Background: an optimization exercise with open tools, aiming at small area, a short achievable clock period and few clock cycles. Do not read the settings as production practice.
Function was checked by simulation only, so behaviour that the tests miss may differ from the original.
Power figures rest on the tool's default switching activity, not on a simulated workload.

$ cat design/flow/run.sh
#!/bin/bash
# synth_recipe.tcl (not shown) runs the flow's synth.tcl, then flattens the netlist and writes it again
# the make line also repeats each setting of config.mk as NAME=value (left out here)
make -C /OpenROAD-flow-scripts/flow DESIGN_CONFIG=/design/flow/config.mk WORK_HOME=/design/flow/orfs CLKGATE_MAP_FILE= SYNTH_SCRIPT=/design/flow/synth_recipe.tcl finish
$ cat design/flow/design.v
package lbcjd_pkg;
	localparam int CORES       = 4;
	localparam int QUEUE_DEPTH = 4;
	localparam int NGROUPS     = 3;
	localparam int NCORE_ALL   = NGROUPS * CORES;
	localparam int TW = 36;
	localparam logic [1:0] OP_SUBMIT  = 2'd0;
	localparam logic [1:0] OP_ACCOUNT = 2'd1;
	localparam logic [1:0] OP_TICK    = 2'd2;
	localparam logic [1:0] OP_CLEAR   = 2'd3;
	localparam logic [1:0] K_DONE    = 2'd0;
	localparam logic [1:0] K_QUEUED  = 2'd1;
	localparam logic [1:0] K_LATENCY = 2'd2;
	localparam logic [1:0] K_CLEARED = 2'd3;
endpackage
module lbcjd_add #(parameter int W = 32) (
	input  logic [W-1:0] a,
	input  logic [W-1:0] b,
	input  logic         ci,
	output logic [W-1:0] s,
	output logic         co
);
	localparam int N = W + 1;
	localparam int L = $clog2(N);
	logic [L:0][N-1:0] g;
	logic [L:0][N-1:0] p;
	always_comb begin
		g[0] = {a & b, ci};
		p[0] = {a ^ b, 1'b0};
		for (int l = 0; l < L; l++) begin
			for (int i = 0; i < N; i++) begin
				if (((i >> l) & 1) == 1) begin
					g[l+1][i] = g[l][i] | (p[l][i] & g[l][((i >> l) << l) - 1]);
					p[l+1][i] = p[l][i] & p[l][((i >> l) << l) - 1];
				end else begin
					g[l+1][i] = g[l][i];
					p[l+1][i] = p[l][i];
				end
			end
		end
		s  = (a ^ b) ^ g[L][W-1:0];
		co = g[L][W];
	end
endmodule
module lbcjd_cout #(parameter int W = 32) (
	input  logic [W-1:0] a,
	input  logic [W-1:0] b,
	input  logic         ci,
	output logic         co
);
	localparam int N = W + 1;
	localparam int L = $clog2(N);
	localparam int M = 1 << L;
	logic [L:0][M-1:0] g;
	logic [L:0][M-1:0] p;
	always_comb begin
		g = '0;
		p = '1;
		g[0][N-1:0] = {a & b, ci};
		p[0][N-1:0] = {a | b, 1'b0};
		for (int l = 0; l < L; l++) begin
			for (int i = 0; i < (M >> (l + 1)); i++) begin
				g[l+1][i] = g[l][2*i+1] | (p[l][2*i+1] & g[l][2*i]);
				p[l+1][i] = p[l][2*i+1] & p[l][2*i];
			end
		end
		co = g[L][0];
	end
endmodule
module lbcjd_inc #(parameter int W = 32) (
	input  logic [W-1:0] a,
	output logic [W-1:0] s
);
	localparam int L = (W > 1) ? $clog2(W) : 1;
	logic [L:0][W-1:0] q;
	always_comb begin
		q[0] = a;
		for (int l = 0; l < L; l++) begin
			for (int i = 0; i < W; i++) begin
				if (((i >> l) & 1) == 1)
					q[l+1][i] = q[l][i] & q[l][((i >> l) << l) - 1];
				else
					q[l+1][i] = q[l][i];
			end
		end
		s[0] = !a[0];
		for (int i = 1; i < W; i++) s[i] = a[i] ^ q[L][i-1];
	end
endmodule
module lbcjd_add64 (
	input  logic [63:0] a,
	input  logic [31:0] b,
	output logic [63:0] s
);
	logic [31:0] lo;
	logic        c;
	logic [31:0] hi1;
	lbcjd_add #(.W(32)) u_lo (.a(a[31:0]), .b(b), .ci(1'b0), .s(lo), .co(c));
	lbcjd_inc #(.W(32)) u_hi (.a(a[63:32]), .s(hi1));
	assign s = {c ? hi1 : a[63:32], lo};
endmodule
module lbcjd_front (
	input  logic             clk,
	input  logic             arst_n,
	input  logic             req_valid,
	output logic             req_ready,
	input  logic [1:0]       operation,
	input  logic [1:0]       group,
	input  logic [31:0]      job_latency,
	input  logic [31:0]      start_delay,
	input  logic [15:0]      job_tag,
	input  logic [2:0][2:0]  cfg_cores,
	input  logic [63:0]      time_q,
	input  logic             t_inc,
	output logic             cmd_v,
	output logic [1:0]       cmd_op,
	output logic [1:0]       cmd_grp,
	output logic [2:0]       cmd_n,
	output logic [31:0]      cmd_lat,
	output logic [15:0]      cmd_tag,
	output logic [lbcjd_pkg::TW-1:0] cmd_rdy,
	output logic [lbcjd_pkg::TW-1:0] cmd_fin,
	output logic [lbcjd_pkg::TW-1:0] cmd_rdym1,
	output logic             cmd_ld0,
	output logic             cmd_lat0,
	output logic             cmd_ld1,
	input  logic             consume
);
	localparam int TW   = lbcjd_pkg::TW;
	localparam int CMDW = 2 + 2 + 3 + 32 + 32 + 16;
	logic [2:0]      raw_n;
	logic [2:0]      n_sat;
	logic [CMDW-1:0] in_cmd;
	logic [CMDW-1:0] fifo_q [2];
	logic            wp_q;
	logic            rp_q;
	logic [1:0]      cnt_q;
	logic            take;
	logic            adv;
	logic [CMDW-1:0] hw;
	logic [1:0]      h_op;
	logic [1:0]      h_grp;
	logic [2:0]      h_n;
	logic [31:0]     h_lat;
	logic [31:0]     h_dly;
	logic [15:0]     h_tag;
	always_comb begin
		case (group)
			2'd0:    raw_n = cfg_cores[0];
			2'd1:    raw_n = cfg_cores[1];
			2'd2:    raw_n = cfg_cores[2];
			default: raw_n = 3'd0;
		endcase
		n_sat = (raw_n > 3'd4) ? 3'd4 : raw_n;
	end
	assign in_cmd    = {operation, group, n_sat, job_latency, start_delay, job_tag};
	assign req_ready = (cnt_q != 2'd2);
	assign take      = req_valid && req_ready;
	assign adv       = (cnt_q != 2'd0) && (!cmd_v || consume);
	always_ff @(posedge clk or negedge arst_n) begin
		if (!arst_n) begin
			wp_q  <= 1'b0;
			rp_q  <= 1'b0;
			cnt_q <= 2'd0;
			cmd_v <= 1'b0;
		end else begin
			if (take) wp_q <= !wp_q;
			if (adv) rp_q <= !rp_q;
			if (take && !adv) cnt_q <= cnt_q + 2'd1;
			else if (adv && !take) cnt_q <= cnt_q - 2'd1;
			if (adv) cmd_v <= 1'b1;
			else if (consume) cmd_v <= 1'b0;
		end
	end
	always_ff @(posedge clk) begin
		if (take) fifo_q[wp_q] <= in_cmd;
	end
	assign hw = fifo_q[rp_q];
	assign {h_op, h_grp, h_n, h_lat, h_dly, h_tag} = hw;
	logic [TW-1:0] t0;
	logic [TW-1:0] rdy0, rdy1;
	logic [TW-1:0] fin0, fin1;
	logic [TW-1:0] csa_s, csa_c;
	logic          ld0, ld1, lat0;
	assign t0 = time_q[TW-1:0];
	lbcjd_add #(.W(TW)) u_rdy0 (.a(t0), .b(TW'(h_dly)), .ci(1'b0), .s(rdy0), .co());
	lbcjd_add #(.W(TW)) u_rdy1 (.a(t0), .b(TW'(h_dly)), .ci(1'b1), .s(rdy1), .co());
	logic [TW-1:0] lat_w, dly_w, maj;
	assign lat_w = TW'(h_lat);
	assign dly_w = TW'(h_dly);
	assign maj   = (t0 & lat_w) | (t0 & dly_w) | (lat_w & dly_w);
	assign csa_s = t0 ^ lat_w ^ dly_w;
	assign csa_c = {maj[TW-2:0], 1'b0};
	logic [TW-1:0] rm1_s, rm1_c, rdym1_0;
	assign rm1_s = ~(t0 ^ dly_w);
	assign rm1_c = {(t0[TW-2:0] | dly_w[TW-2:0]), 1'b0};
	lbcjd_add #(.W(TW)) u_rm1 (.a(rm1_s), .b(rm1_c), .ci(1'b0), .s(rdym1_0), .co());
	lbcjd_add #(.W(TW)) u_fin0 (.a(csa_s), .b(csa_c), .ci(1'b0), .s(fin0), .co());
	lbcjd_add #(.W(TW)) u_fin1 (.a(csa_s), .b(csa_c), .ci(1'b1), .s(fin1), .co());
	assign lat0 = (h_lat == 32'd0);
	assign ld0  = lat0 && (h_dly == 32'd0);
	assign ld1  = (lat0 && (h_dly[31:1] == 31'd0)) ||
		((h_lat == 32'd1) && (h_dly == 32'd0));
	always_ff @(posedge clk) begin
		if (adv) begin
			{cmd_op, cmd_grp, cmd_n, cmd_lat, cmd_tag} <= {h_op, h_grp, h_n, h_lat, h_tag};
			cmd_rdy  <= t_inc ? rdy1 : rdy0;
			cmd_fin  <= t_inc ? fin1 : fin0;
			cmd_rdym1 <= t_inc ? rdy0 : rdym1_0;
			cmd_ld0  <= ld0;
			cmd_lat0 <= lat0;
			cmd_ld1  <= ld1;
		end
	end
endmodule
module lbcjd_back (
	input  logic         clk,
	input  logic         arst_n,
	input  logic         cmd_v,
	input  logic [1:0]   cmd_op,
	input  logic [1:0]   cmd_grp,
	input  logic [2:0]   cmd_n,
	input  logic [31:0]  cmd_lat,
	input  logic [15:0]  cmd_tag,
	input  logic [lbcjd_pkg::TW-1:0] cmd_rdy,
	input  logic [lbcjd_pkg::TW-1:0] cmd_fin,
	input  logic [lbcjd_pkg::TW-1:0] cmd_rdym1,
	input  logic         cmd_ld0,
	input  logic         cmd_lat0,
	input  logic         cmd_ld1,
	output logic         consume,
	output logic [63:0]  time_o,
	output logic         t_inc,
	input  logic         can_out,
	output logic         res_v,
	output logic [120:0] res
);
	localparam int NC = lbcjd_pkg::NCORE_ALL;
	localparam int TW = lbcjd_pkg::TW;
	localparam int NW = NC * 3;
	logic [63:0]             time_q;
	logic                    cont_q;     
	logic                    tick_end;
	logic [NC-1:0][63:0]     busy_q;
	logic [NC-1:0][2:0]      cnt_q;
	logic [NC-1:0]           due_q;
	logic [NC-1:0]           rsel_q;     
	logic                    rest_q;     
	logic [NC-1:0][2:0]      rp_q;       
	logic [NC-1:0][TW-1:0]   tail_q;
	logic [NC-1:0][15:0]     htag_q;
	logic [NC-1:0][31:0]     hlat_q;
	logic [NC-1:0][TW-1:0]   hret_q;
	logic [NW-1:0][15:0]     wtag_q;
	logic [NW-1:0][31:0]     wlat_q;
	logic [NW-1:0][TW-1:0]   wret_q;
	logic [NW-1:0]           wz_q;
	logic [NW-1:0]           wz1_q;      
	logic        go;
	logic        is_sub, is_acc, is_tick, is_clr;
	logic        has_n;
	assign time_o  = time_q;
	logic [63:0]       t_next;
	logic [TW-1:0]     t_b2;     
	logic [NC-1:0]     rsel;
	logic              any_due;
	logic              rest;
	logic [3:0]        r_idx;
	logic [15:0]       r_tag;
	logic [31:0]       r_lat;
	logic [63:0]       r_busy;
	logic [2:0]        r_cnt;
	logic [15:0]       n_tag;
	logic [31:0]       n_lat;
	logic [TW-1:0]     n_ret;
	logic              n_z;
	logic              n_z1;
	logic              n_eq_b2;
	logic              redue;
	logic              more;
	logic [63:0]       r_sum;
	logic [NC-1:0]     due_new;
	lbcjd_inc #(.W(64)) u_tn (.a(time_q), .s(t_next));
	logic [TW-1:0] cmd_hret;
	assign cmd_hret = cmd_ld0 ? t_next[TW-1:0] : cmd_fin;
	logic [TW-1:0] tb2_q;
	logic [TW-1:0] tb2_inc;
	assign t_b2 = tb2_q;
	lbcjd_inc #(.W(TW)) u_tb2 (.a(tb2_q), .s(tb2_inc));
	assign rsel    = rsel_q;
	assign any_due = |due_q;
	assign rest    = rest_q;
	always_comb begin
		r_idx  = '0;
		r_tag  = '0;
		r_lat  = '0;
		r_busy = '0;
		r_cnt  = '0;
		n_tag  = '0;
		n_lat  = '0;
		n_ret  = '0;
		n_z    = '0;
		n_z1   = '0;
		for (int c = 0; c < NC; c++) begin
			if (rsel[c]) begin
				r_idx  = r_idx  | 4'(c);
				r_tag  = r_tag  | htag_q[c];
				r_lat  = r_lat  | hlat_q[c];
				r_busy = r_busy | busy_q[c];
				r_cnt  = r_cnt  | cnt_q[c];
			end
			for (int k = 0; k < 3; k++) begin
				if (rsel[c] && rp_q[c][k]) begin
					n_tag = n_tag | wtag_q[3*c+k];
					n_lat = n_lat | wlat_q[3*c+k];
					n_ret = n_ret | wret_q[3*c+k];
					n_z   = n_z   | wz_q[3*c+k];
					n_z1  = n_z1  | wz1_q[3*c+k];
				end
			end
		end
	end
	assign redue   = (r_cnt > 3'd1) && n_z;
	assign more    = rest || redue;
	assign n_eq_b2 = n_z1;
	lbcjd_add64 u_rsum (.a(r_busy), .b(r_lat), .s(r_sum));
	always_comb begin
		for (int c = 0; c < NC; c++)
			due_new[c] = (cnt_q[c] != 3'd0) && (hret_q[c] == t_b2);
	end
	logic [2:0][3:0][3:0] le;       
	logic [3:0][3:0]      lg;
	logic [3:0]           cand;
	logic [3:0]           idle;
	logic [3:0][2:0]      gcnt;
	logic [3:0][63:0]     gbusy;
	logic [3:0][TW-1:0]   gtail;
	logic [3:0][2:0]      grp1h;
	logic [3:0]           sel_i;
	logic [3:0]           sel_b;
	logic [3:0]           psel;
	logic [1:0]           p_idx;
	logic [3:0]           p_core;
	logic                 full;
	logic [3:0][63:0]     x_sum;
	logic [3:0][TW-1:0]   x_add;
	logic [3:0][TW-1:0]   x_ret;
	logic [3:0]           x_c;
	logic [3:0]           x_ge;
	logic [3:0]           x_z;
	logic [3:0]           x_z1;
	for (genvar g = 0; g < 3; g++) begin : g_le
		for (genvar i = 0; i < 4; i++) begin : g_i
			for (genvar j = 0; j < 4; j++) begin : g_j
				if (j > i) begin : g_c
					lbcjd_cout #(.W(64)) u_le (.a(busy_q[4*g+j]), .b(~busy_q[4*g+i]),
						.ci(1'b1), .co(le[g][i][j]));
				end else begin : g_n
					assign le[g][i][j] = 1'b0;
				end
			end
		end
	end
	always_comb begin
		for (int i = 0; i < 4; i++) begin
			case (cmd_grp)
				2'd0: begin
					gcnt[i]  = cnt_q[i];
					gbusy[i] = busy_q[i];
					gtail[i] = tail_q[i];
					grp1h[i] = rp_q[i];
				end
				2'd1: begin
					gcnt[i]  = cnt_q[4+i];
					gbusy[i] = busy_q[4+i];
					gtail[i] = tail_q[4+i];
					grp1h[i] = rp_q[4+i];
				end
				default: begin
					gcnt[i]  = cnt_q[8+i];
					gbusy[i] = busy_q[8+i];
					gtail[i] = tail_q[8+i];
					grp1h[i] = rp_q[8+i];
				end
			endcase
		end
	end
	logic [NC-1:0] pk;
	logic [NC-1:0] pk_c;      
	logic [NC-1:0] pk_i;      
	logic [NC-1:0] pk_si;     
	logic [NC-1:0] pk_sb;     
	always_comb begin
		for (int c = 0; c < NC; c++) begin
			pk_c[c] = (3'(c % 4) < cmd_n);
			pk_i[c] = pk_c[c] && (cnt_q[c] == 3'd0);
		end
		for (int g = 0; g < 3; g++) begin
			for (int i = 0; i < 4; i++) begin
				pk_si[4*g+i] = pk_i[4*g+i];
				pk_sb[4*g+i] = pk_c[4*g+i];
				for (int j = 0; j < 4; j++) begin
					if (j < i) begin
						if (pk_i[4*g+j] && le[g][j][i]) pk_si[4*g+i] = 1'b0;
						if (pk_c[4*g+j] && !(cnt_q[4*g+i] <= cnt_q[4*g+j])) pk_sb[4*g+i] = 1'b0;
					end else if (j > i) begin
						if (pk_i[4*g+j] && !le[g][i][j]) pk_si[4*g+i] = 1'b0;
						if (pk_c[4*g+j] && !(cnt_q[4*g+i] < cnt_q[4*g+j])) pk_sb[4*g+i] = 1'b0;
					end
				end
				pk[4*g+i] = (|pk_i[4*g+:4]) ? pk_si[4*g+i] : pk_sb[4*g+i];
			end
		end
	end
	always_comb begin
		case (cmd_grp)
			2'd0:    psel = pk[3:0];
			2'd1:    psel = pk[7:4];
			default: psel = pk[11:8];
		endcase
		p_idx = {psel[3] | psel[2], psel[3] | psel[1]};
	end
	for (genvar i = 0; i < 4; i++) begin : g_x
		lbcjd_add64 u_acc (.a(gbusy[i]), .b(cmd_lat), .s(x_sum[i]));
		lbcjd_add #(.W(TW)) u_xa (.a(gtail[i]), .b(TW'(cmd_lat)), .ci(1'b0),
			.s(x_add[i]), .co());
		lbcjd_cout #(.W(TW-1)) u_xc (.a(gtail[i][TW-2:0]), .b(~cmd_rdy[TW-2:0]),
			.ci(1'b1), .co(x_c[i]));
		assign x_ge[i]  = !(gtail[i][TW-1] ^ !cmd_rdy[TW-1] ^ x_c[i]);
		assign x_ret[i] = x_ge[i] ? x_add[i] : cmd_fin;
		assign x_z[i]   = x_ge[i] && cmd_lat0;
		assign x_z1[i]  = x_ge[i] ? cmd_lat1 : (cmd_lat0 && (gtail[i] == cmd_rdym1));
	end
	logic [3:0]      gfull;
	logic [3:0][2:0] gwpos;
	always_comb begin
		for (int i = 0; i < 4; i++) begin
			gfull[i] = (gcnt[i] == 3'd4);
			case (gcnt[i])
				3'd2:    gwpos[i] = {grp1h[i][1:0], grp1h[i][2]};
				3'd3:    gwpos[i] = {grp1h[i][0], grp1h[i][2:1]};
				default: gwpos[i] = grp1h[i];
			endcase
		end
		full = |(psel & gfull);
	end
	assign p_core = {cmd_grp, p_idx};
	logic cmd_lat1;
	assign cmd_lat1 = (cmd_lat == 32'd1);
	assign is_sub   = (cmd_op == lbcjd_pkg::OP_SUBMIT);
	assign is_acc   = (cmd_op == lbcjd_pkg::OP_ACCOUNT);
	assign is_tick  = (cmd_op == lbcjd_pkg::OP_TICK);
	assign is_clr   = (cmd_op == lbcjd_pkg::OP_CLEAR);
	assign has_n    = (cmd_n != 3'd0);
	assign go       = cmd_v && can_out;
	assign consume  = go && !(is_tick && any_due && more);
	assign res_v    = go && (!is_tick || any_due);
	assign tick_end = go && is_tick && !(any_due && more);
	assign t_inc    = go && is_tick && !cont_q;
	always_comb begin
		if (is_tick) begin
			res = {lbcjd_pkg::K_DONE, r_idx[3:2], 1'b0, r_idx[1:0], r_tag, r_lat,
				t_next, 1'b0, !more};   
		end else if (is_clr) begin
			res = {lbcjd_pkg::K_CLEARED, 2'b00, 3'd0, 16'd0, 32'd0, time_q,
				1'b0, 1'b1};
		end else if (!has_n) begin
			res = {is_sub ? lbcjd_pkg::K_DONE : lbcjd_pkg::K_LATENCY, cmd_grp,
				3'd4, cmd_tag, 32'd0, time_q, 1'b0, 1'b1};
		end else begin
			res = {is_sub ? lbcjd_pkg::K_QUEUED : lbcjd_pkg::K_LATENCY, cmd_grp,
				1'b0, p_idx, cmd_tag, cmd_lat, time_q, is_sub && full, 1'b1};
		end
	end
	logic do_ret, do_sub, do_acc, do_clr;
	logic [NC-1:0] due_d;
	assign do_ret = go && is_tick && any_due;
	assign do_sub = go && is_sub && has_n && !full;
	assign do_acc = go && is_acc && has_n;
	assign do_clr = go && is_clr;
	logic [NC-1:0] hit;
	logic [NC-1:0] en_sub;
	logic [NC-1:0] en_acc;
	logic          sub_ok, acc_ok;
	assign sub_ok = go && is_sub && has_n;
	assign acc_ok = go && is_acc && has_n;
	always_comb begin
		for (int c = 0; c < NC; c++) begin
			hit[c]    = (cmd_grp == 2'(c / 4)) && pk[c];
			en_sub[c] = sub_ok && (cnt_q[c] != 3'd4) && (cmd_grp == 2'(c / 4)) && pk[c];
			en_acc[c] = acc_ok && (cmd_grp == 2'(c / 4)) && pk[c];
		end
	end
	always_comb begin
		for (int c = 0; c < NC; c++) begin
			if (do_ret && rsel[c])
				due_d[c] = (cnt_q[c] > 3'd1) && (n_z || (!more && n_eq_b2));
			else if (en_sub[c] && cnt_q[c] == 3'd0)
				due_d[c] = cmd_ld1;
			else if (tick_end)
				due_d[c] = due_new[c];
			else
				due_d[c] = due_q[c];
		end
	end
	always_ff @(posedge clk or negedge arst_n) begin
		if (!arst_n) begin
			time_q <= '0;
			cont_q <= 1'b0;
			tb2_q  <= TW'(2);
			busy_q <= '0;
			cnt_q  <= '0;
			due_q  <= '0;
			rsel_q <= '0;
			rest_q <= 1'b0;
			rp_q   <= {NC{3'b001}};
		end else begin
			if (t_inc) time_q <= t_next;
			if (go && is_tick) cont_q <= !tick_end;
			if (tick_end) begin
				tb2_q  <= tb2_inc;
			end
			due_q  <= due_d;
			rsel_q <= due_d & (~due_d + NC'(1));
			rest_q <= |(due_d & (due_d - NC'(1)));
			for (int c = 0; c < NC; c++) begin
				if (do_clr) begin
					busy_q[c] <= '0;
				end else if (do_ret && rsel[c]) begin
					busy_q[c] <= r_sum;
				end else if (en_acc[c]) begin
					busy_q[c] <= x_sum[c % 4];
				end
				if (do_ret && rsel[c]) begin
					cnt_q[c] <= cnt_q[c] - 3'd1;
					if (cnt_q[c] > 3'd1) rp_q[c] <= {rp_q[c][1:0], rp_q[c][2]};
				end else if (en_sub[c]) begin
					cnt_q[c] <= cnt_q[c] + 3'd1;
				end
			end
		end
	end
	always_ff @(posedge clk) begin
		for (int c = 0; c < NC; c++) begin
			if (en_sub[c])
				tail_q[c] <= (cnt_q[c] != 3'd0) ? x_ret[c % 4] : cmd_hret;
			if (do_ret && rsel[c]) begin
				htag_q[c] <= n_tag;
				hlat_q[c] <= n_lat;
				hret_q[c] <= n_ret;
			end else if (en_sub[c] && cnt_q[c] == 3'd0) begin
				htag_q[c] <= cmd_tag;
				hlat_q[c] <= cmd_lat;
				hret_q[c] <= cmd_hret;
			end
			for (int k = 0; k < 3; k++) begin
				if (en_sub[c] && cnt_q[c] != 3'd0 && gwpos[c % 4][k]) begin
					wtag_q[3*c+k] <= cmd_tag;
					wlat_q[3*c+k] <= cmd_lat;
					wret_q[3*c+k] <= x_ret[c % 4];
					wz_q[3*c+k]   <= x_z[c % 4];
					wz1_q[3*c+k]  <= x_z1[c % 4];
				end
			end
		end
	end
endmodule
module least_busy_core_job_dispatcher (
	input  logic        clk,
	input  logic        arst_n,
	input  logic        req_valid,
	output logic        req_ready,
	input  logic [1:0]  operation,
	input  logic [1:0]  group,
	input  logic [31:0] job_latency,
	input  logic [31:0] start_delay,
	input  logic [15:0] job_tag,
	output logic        rsp_valid,
	input  logic        rsp_ready,
	output logic [1:0]  kind,
	output logic [1:0]  group_out,
	output logic [2:0]  core,
	output logic [15:0] tag_out,
	output logic [31:0] latency_out,
	output logic [63:0] event_time,
	output logic        status,
	output logic        last,
	input  logic        psel,
	input  logic        penable,
	input  logic        pwrite,
	input  logic [3:0]  paddr,
	input  logic [31:0] pwdata,
	output logic [31:0] prdata,
	output logic        pready
);
	logic [2:0][2:0] cfg_q;
	logic            cfg_we;
	logic         cmd_v;
	logic [1:0]   cmd_op;
	logic [1:0]   cmd_grp;
	logic [2:0]   cmd_n;
	logic [31:0]  cmd_lat;
	logic [15:0]  cmd_tag;
	logic [lbcjd_pkg::TW-1:0] cmd_rdy;
	logic [lbcjd_pkg::TW-1:0] cmd_fin;
	logic [lbcjd_pkg::TW-1:0] cmd_rdym1;
	logic         cmd_ld0;
	logic         cmd_lat0;
	logic         cmd_ld1;
	logic         consume;
	logic [63:0]  time_w;
	logic         t_inc;
	logic         res_v;
	logic [120:0] res;
	logic [56:0]  out_q;
	logic         out_v_q;
	logic         can_out;
	assign pready = 1'b1;
	assign cfg_we = psel && penable && pwrite;
	always_ff @(posedge clk or negedge arst_n) begin
		if (!arst_n) begin
			cfg_q <= {3{3'd1}};
		end else if (cfg_we) begin
			case (paddr[3:2])
				2'd0:    cfg_q[0] <= pwdata[2:0];
				2'd1:    cfg_q[1] <= pwdata[2:0];
				2'd2:    cfg_q[2] <= pwdata[2:0];
				default: ;
			endcase
		end
	end
	always_comb begin
		case (paddr[3:2])
			2'd0:    prdata = {29'd0, cfg_q[0]};
			2'd1:    prdata = {29'd0, cfg_q[1]};
			2'd2:    prdata = {29'd0, cfg_q[2]};
			default: prdata = '0;
		endcase
	end
	lbcjd_front u_front (
		.clk         (clk),
		.arst_n      (arst_n),
		.req_valid   (req_valid),
		.req_ready   (req_ready),
		.operation   (operation),
		.group       (group),
		.job_latency (job_latency),
		.start_delay (start_delay),
		.job_tag     (job_tag),
		.cfg_cores   (cfg_q),
		.time_q      (time_w),
		.t_inc       (t_inc),
		.cmd_v       (cmd_v),
		.cmd_op      (cmd_op),
		.cmd_grp     (cmd_grp),
		.cmd_n       (cmd_n),
		.cmd_lat     (cmd_lat),
		.cmd_tag     (cmd_tag),
		.cmd_rdy     (cmd_rdy),
		.cmd_fin     (cmd_fin),
		.cmd_rdym1   (cmd_rdym1),
		.cmd_ld0     (cmd_ld0),
		.cmd_lat0    (cmd_lat0),
		.cmd_ld1     (cmd_ld1),
		.consume     (consume)
	);
	lbcjd_back u_back (
		.clk     (clk),
		.arst_n  (arst_n),
		.cmd_v   (cmd_v),
		.cmd_op  (cmd_op),
		.cmd_grp (cmd_grp),
		.cmd_n   (cmd_n),
		.cmd_lat (cmd_lat),
		.cmd_tag (cmd_tag),
		.cmd_rdy (cmd_rdy),
		.cmd_fin (cmd_fin),
		.cmd_rdym1(cmd_rdym1),
		.cmd_ld0 (cmd_ld0),
		.cmd_lat0(cmd_lat0),
		.cmd_ld1 (cmd_ld1),
		.consume (consume),
		.time_o  (time_w),
		.t_inc   (t_inc),
		.can_out (can_out),
		.res_v   (res_v),
		.res     (res)
	);
	assign can_out = !out_v_q || rsp_ready;
	always_ff @(posedge clk or negedge arst_n) begin
		if (!arst_n) begin
			out_v_q <= 1'b0;
		end else if (can_out) begin
			out_v_q <= res_v;
		end
	end
	always_ff @(posedge clk) begin
		if (can_out && res_v) out_q <= {res[120:66], res[1:0]};
	end
	assign rsp_valid   = out_v_q;
	assign kind        = out_q[56:55];
	assign group_out   = out_q[54:53];
	assign core        = out_q[52:50];
	assign tag_out     = out_q[49:34];
	assign latency_out = out_q[33:2];
	assign event_time  = time_w;
	assign status      = out_q[1];
	assign last        = out_q[0];
endmodule
$ cat design/flow/constraint.sdc
create_clock -name core_clock -period 10.0 [get_ports {clk}]
set_input_delay 2.0000 -clock core_clock [delete_from_list [all_inputs] [get_ports {clk}]]
set_output_delay 2.0000 -clock core_clock [all_outputs]
set_load 0.01 [all_outputs]
$ cat design/flow/config.mk
export PLATFORM = sky130hd
export DESIGN_NAME = least_busy_core_job_dispatcher
export DESIGN_NICKNAME = least_busy_core_job_dispatcher
export VERILOG_FILES = /design/flow/design.v
export SDC_FILE = /design/flow/constraint.sdc
export NUM_CORES = 4
export LEC_CHECK = 0
export CAP_MARGIN = 20
export CELL_PAD_IN_SITES_DETAIL_PLACEMENT = 0
export CELL_PAD_IN_SITES_GLOBAL_PLACEMENT = 1
export CORE_MARGIN = 2
export CORE_UTILIZATION = 50
export CTS_CLUSTER_DIAMETER = 60
export CTS_CLUSTER_SIZE = 35
export PLACE_DENSITY = 0.7
export SETUP_SLACK_MARGIN = 5
export SLEW_MARGIN = 20
export SYNTH_HIERARCHICAL = 1
export SYNTH_MEMORY_MAX_BITS = 16384
export SYNTH_MINIMUM_KEEP_SIZE = 0
export TNS_END_PERCENT = 5
==> metrics list <==
- Along the worst path, the maximum fanout reaches 29.
* Final clock period utilization by the worst path: 0.5569
- Top-level port count: 283
- Overall via count from detail_route: 260400
- Setup repair after global routing could not meet its margin everywhere.
- Data required time of the critical path: 10.83 ns
* Critical path's largest stage delay: 0.72 ns
- Total routing resource utilization after global routing: 0.4480
- Max-cap check violation count: 0
- Setup violations remaining at the end of the flow were counted as 0.
* Final cell count without fillers: 37080
- After clock tree synthesis, the clock-pin slew on the worst setup and hold paths is 0.09 ns.
* Worst Reg-to-Reg Cells: 14
* IR drop worst, VDD: 537.3 uV
- Startpoint type of the worst setup path: flip-flop
- CTS root buffer: clkbuf_16
- Vias in the first global route: 236200
- The first global-routing pass estimated 1974000 um of wire.
* Combined buffer and inverter count along the critical path: 3
- The worst pin sits at a relative slew slack of 0.05173.
- The worst path needs 5.569 ns of the cycle, external delays included.
* Total number of yosys warnings: 16
- The top cell types in the final layout, fill and taps aside, are edfxtp_1, nand2_1, nor2_1.
- At the pin with the least slew margin, the transition time is 1.422 ns.
- Dividing the detail-routed wire length by the instance count gives 39.85 um.
- Post-CTS Hold Buffers: 0
- Syn avg cell area: 11.18 sq um
- Global routing finished with a remaining overflow of 0.
- Leakage power of the design: 130.5 nW
* Cells along the critical path: o22a_1 > o21ai_0 > nor4_4 > nand2_1 > nor4_2 > a211oi_4 > o21ai_2 > o211ai_1 > o31a_1 > buf_4 > or3_1 > nor2_4 > buf_6 > buf_8
- The clock arrives with 0.1562 ns of skew.
- Via density: 7.022
- Source of the worst register-to-register timing path: u_back.busy_q[414]
- In the final design database the tool counted 29110 nets.
- IO Port Bufs: 221
* DRT antenna net count: 0
- Measured along the y axis, the die boundary spans 794.1 um.
- After routing the design area is 358100 sq um.
- Family with the most delay on the worst path: simple AND/OR/NAND/NOR gates
- Largest buffer count on any clock path: 4
- HP Class: flip-flop to flip-flop
- Worst hold path endpoint: u_back.tb2_q[22]
- Area Overhead vs Synth: 14.72%
- For this run, the top clock speed supported by timing is 179.6 MHz.
- Number of rows in the core area: 290
- Initial standard-cell utilization of the core: 0.5013
* Total negative slack for setup checks: 0 ns
* Detail Placement HPWL: 895700 um
- Area of the mapped netlist: 312100 sq um
- The final max-slew violation count is 0.
* Die ar.: 630600 sq um
- Instance count along the most critical hold path: 2
- Number of DRC markers after the initial detailed-route iteration: 44600
* Proportion of layout cells with a drive suffix above 1: 0.1444
- Insertion delay to the later sink of the worst-skew pair: 1.23 ns
- The worst setup path is captured at a flip-flop.
* Met2 usage: 0.6640
- Once placement finished, the instance area stood at 326500 sq um.
- Counting tap cells, the placed design contains a total of 35480 instances.
- TritonCTS built the clock tree.
- Final-report hold violation count: 0
- The worst setup path is of the flip-flop to flip-flop kind.
- The total area inside the core boundary comes to 622600 sq um.
- Cell at the slowest stage of the critical path: dfrtp_1
- Run status: complete, no violations
* Number of CTS-inserted buffers: 477
* GRT met1 Usage: 0.5848
- For the worst setup path, the data arrival time is 6.40 ns.
* Final GP Congestion: 1.005
- After global routing, the most crowded layer is met2.
- The floorplan step set the die width to 794.1 um.
* Post-Route WL: 1478000 um
- For this design, the sink count on the clock tree is 5913.
* Util after Layout: 0.5751
* Number of antenna violations at the first check in global routing: 90
- Leaving out fill and tap cells, the most frequent cell in the layout is edfxtp_1.
- In this run the register-to-register setup slack is 4.43 ns.
- Entering global routing, the biggest net connects 185 pins.
- GR Layer Usage met3: 0.1122
- Htree depth: 5
* Pre-Repair DR Iteration Count: 10
- Hold Startpoint: u_back.tb2_q[22]
- The cell count after synthesis came out at 27920.
- In this run the critical register-to-register path is captured at u_back.wtag_q[203].
- Power density over the cells: 410.5 nW/um^2
* Number of remaining DRC errors: 0
- The design draws 147.0 mW.
through the flow:
step | hold WS (ns) | setup WS (ns)
2_1_floorplan | 0.4608 | 3.719
3_3_place_gp | 0.5048 | 2.457
3_5_place_dp | 0.5081 | 2.414
4_1_cts | 0.5300 | 4.668
5_1_grt | 0.5614 | 4.517
6_report | 0.5444 | 4.431
state kept, by name, summed over array words and instances, names as in the netlist, 192 cells and up:
signal         flops
u_back.hret_q    432
u_back.hlat_q    384
u_back.htag_q    192
u_back.wret_q   1296
u_back.tail_q    432
u_back.wlat_q   1152
u_back.wtag_q    576
u_back.busy_q    768
layer usage:
layer  wire (um)  up-vias
met5         323        -
met4      120700       46
met3      192200     4429
met2      629800    19720
met1      534600   129600
li1            -   106500
how the worst max path moves through the flow:
| stage | startpoint | to | slack (ns) | depth (start not counted) |
|---|---|---|---|---|
| after global placement | rsp_ready | u_back.rest_q | 2.46 | 13 |
| after floorplan | rsp_ready | u_front.cmd_fin[0] | 3.72 | 6 |
| after detailed placement | rsp_ready | u_back.rest_q | 2.41 | 13 |
| final | u_back.busy_q[414] | u_back.wtag_q[203] | 4.43 | 14 |
| after global routing | u_back.rsel_q[3] | u_back.busy_q[572] | 4.52 | 23 |
| after CTS | u_back.busy_q[606] | u_back.rest_q | 4.67 | 19 |
worst min-delay path, stage by stage (launching register included):
cell,delay [ns]
dfrtp_1,0.39
nand2_1,0.06
nand2_1,0.06
power by group:
group / total, mW / internal [mW] / switching [mW]
Sequential: 42.0 / 37.0 / 4.97
Clock: 21.4 / 10.3 / 11.1
Combinational: 83.6 / 27.7 / 55.9
Total: 147 / 75.1 / 71.9
what timing repair did:
action / CTS / global route
setup endpoints to repair: 7842 / 6615
resized for setup: 1091 / 299
cloned: 107 / 26
pin swaps: 180 / 91
buffers inserted: 346 / 111
cell type report:
type	count	area, sq um
fill	51870	264600
sequential	5913	172800
multi-input combinational	18890	133600
timing repair buffer	1557	17980
clock buffer	510	12260
tap	8322	10410
inverter	1391	5386
clock inverter	399	5344
antenna	92	230.2
timing repair inverter	3	58.81
Testbench counts, summed over its fixed seeds: cycles 3,838.

==> re-timing with driven ports <==
In the flow no input, the clock included, has a driving cell. The finished layout below was timed again as built, in two steps.
Step 1: set_driving_cell puts a clkbuf_16 on clk and a buf_2 on each other input, an assumption about the parent block.
Step 2, shift: input delay + t, output delay - t, t = (earliest + latest rising clock arrival at the registers) / 2. This alone moves slack from input paths to output paths.
Three values: ideal, step 1, step 2; two values: the first two.
t (ns): 1.307
slack for setup (ns): 4.431 / 4.431 / 3.352
clock arrival spread, ns: 0.156 / 0.156
pins driven straight from the clock port: 1
After both steps setup and hold are still met in this run. The setup slack of this run moves by 0.000 ns with the drivers and by -1.079 ns with both steps.
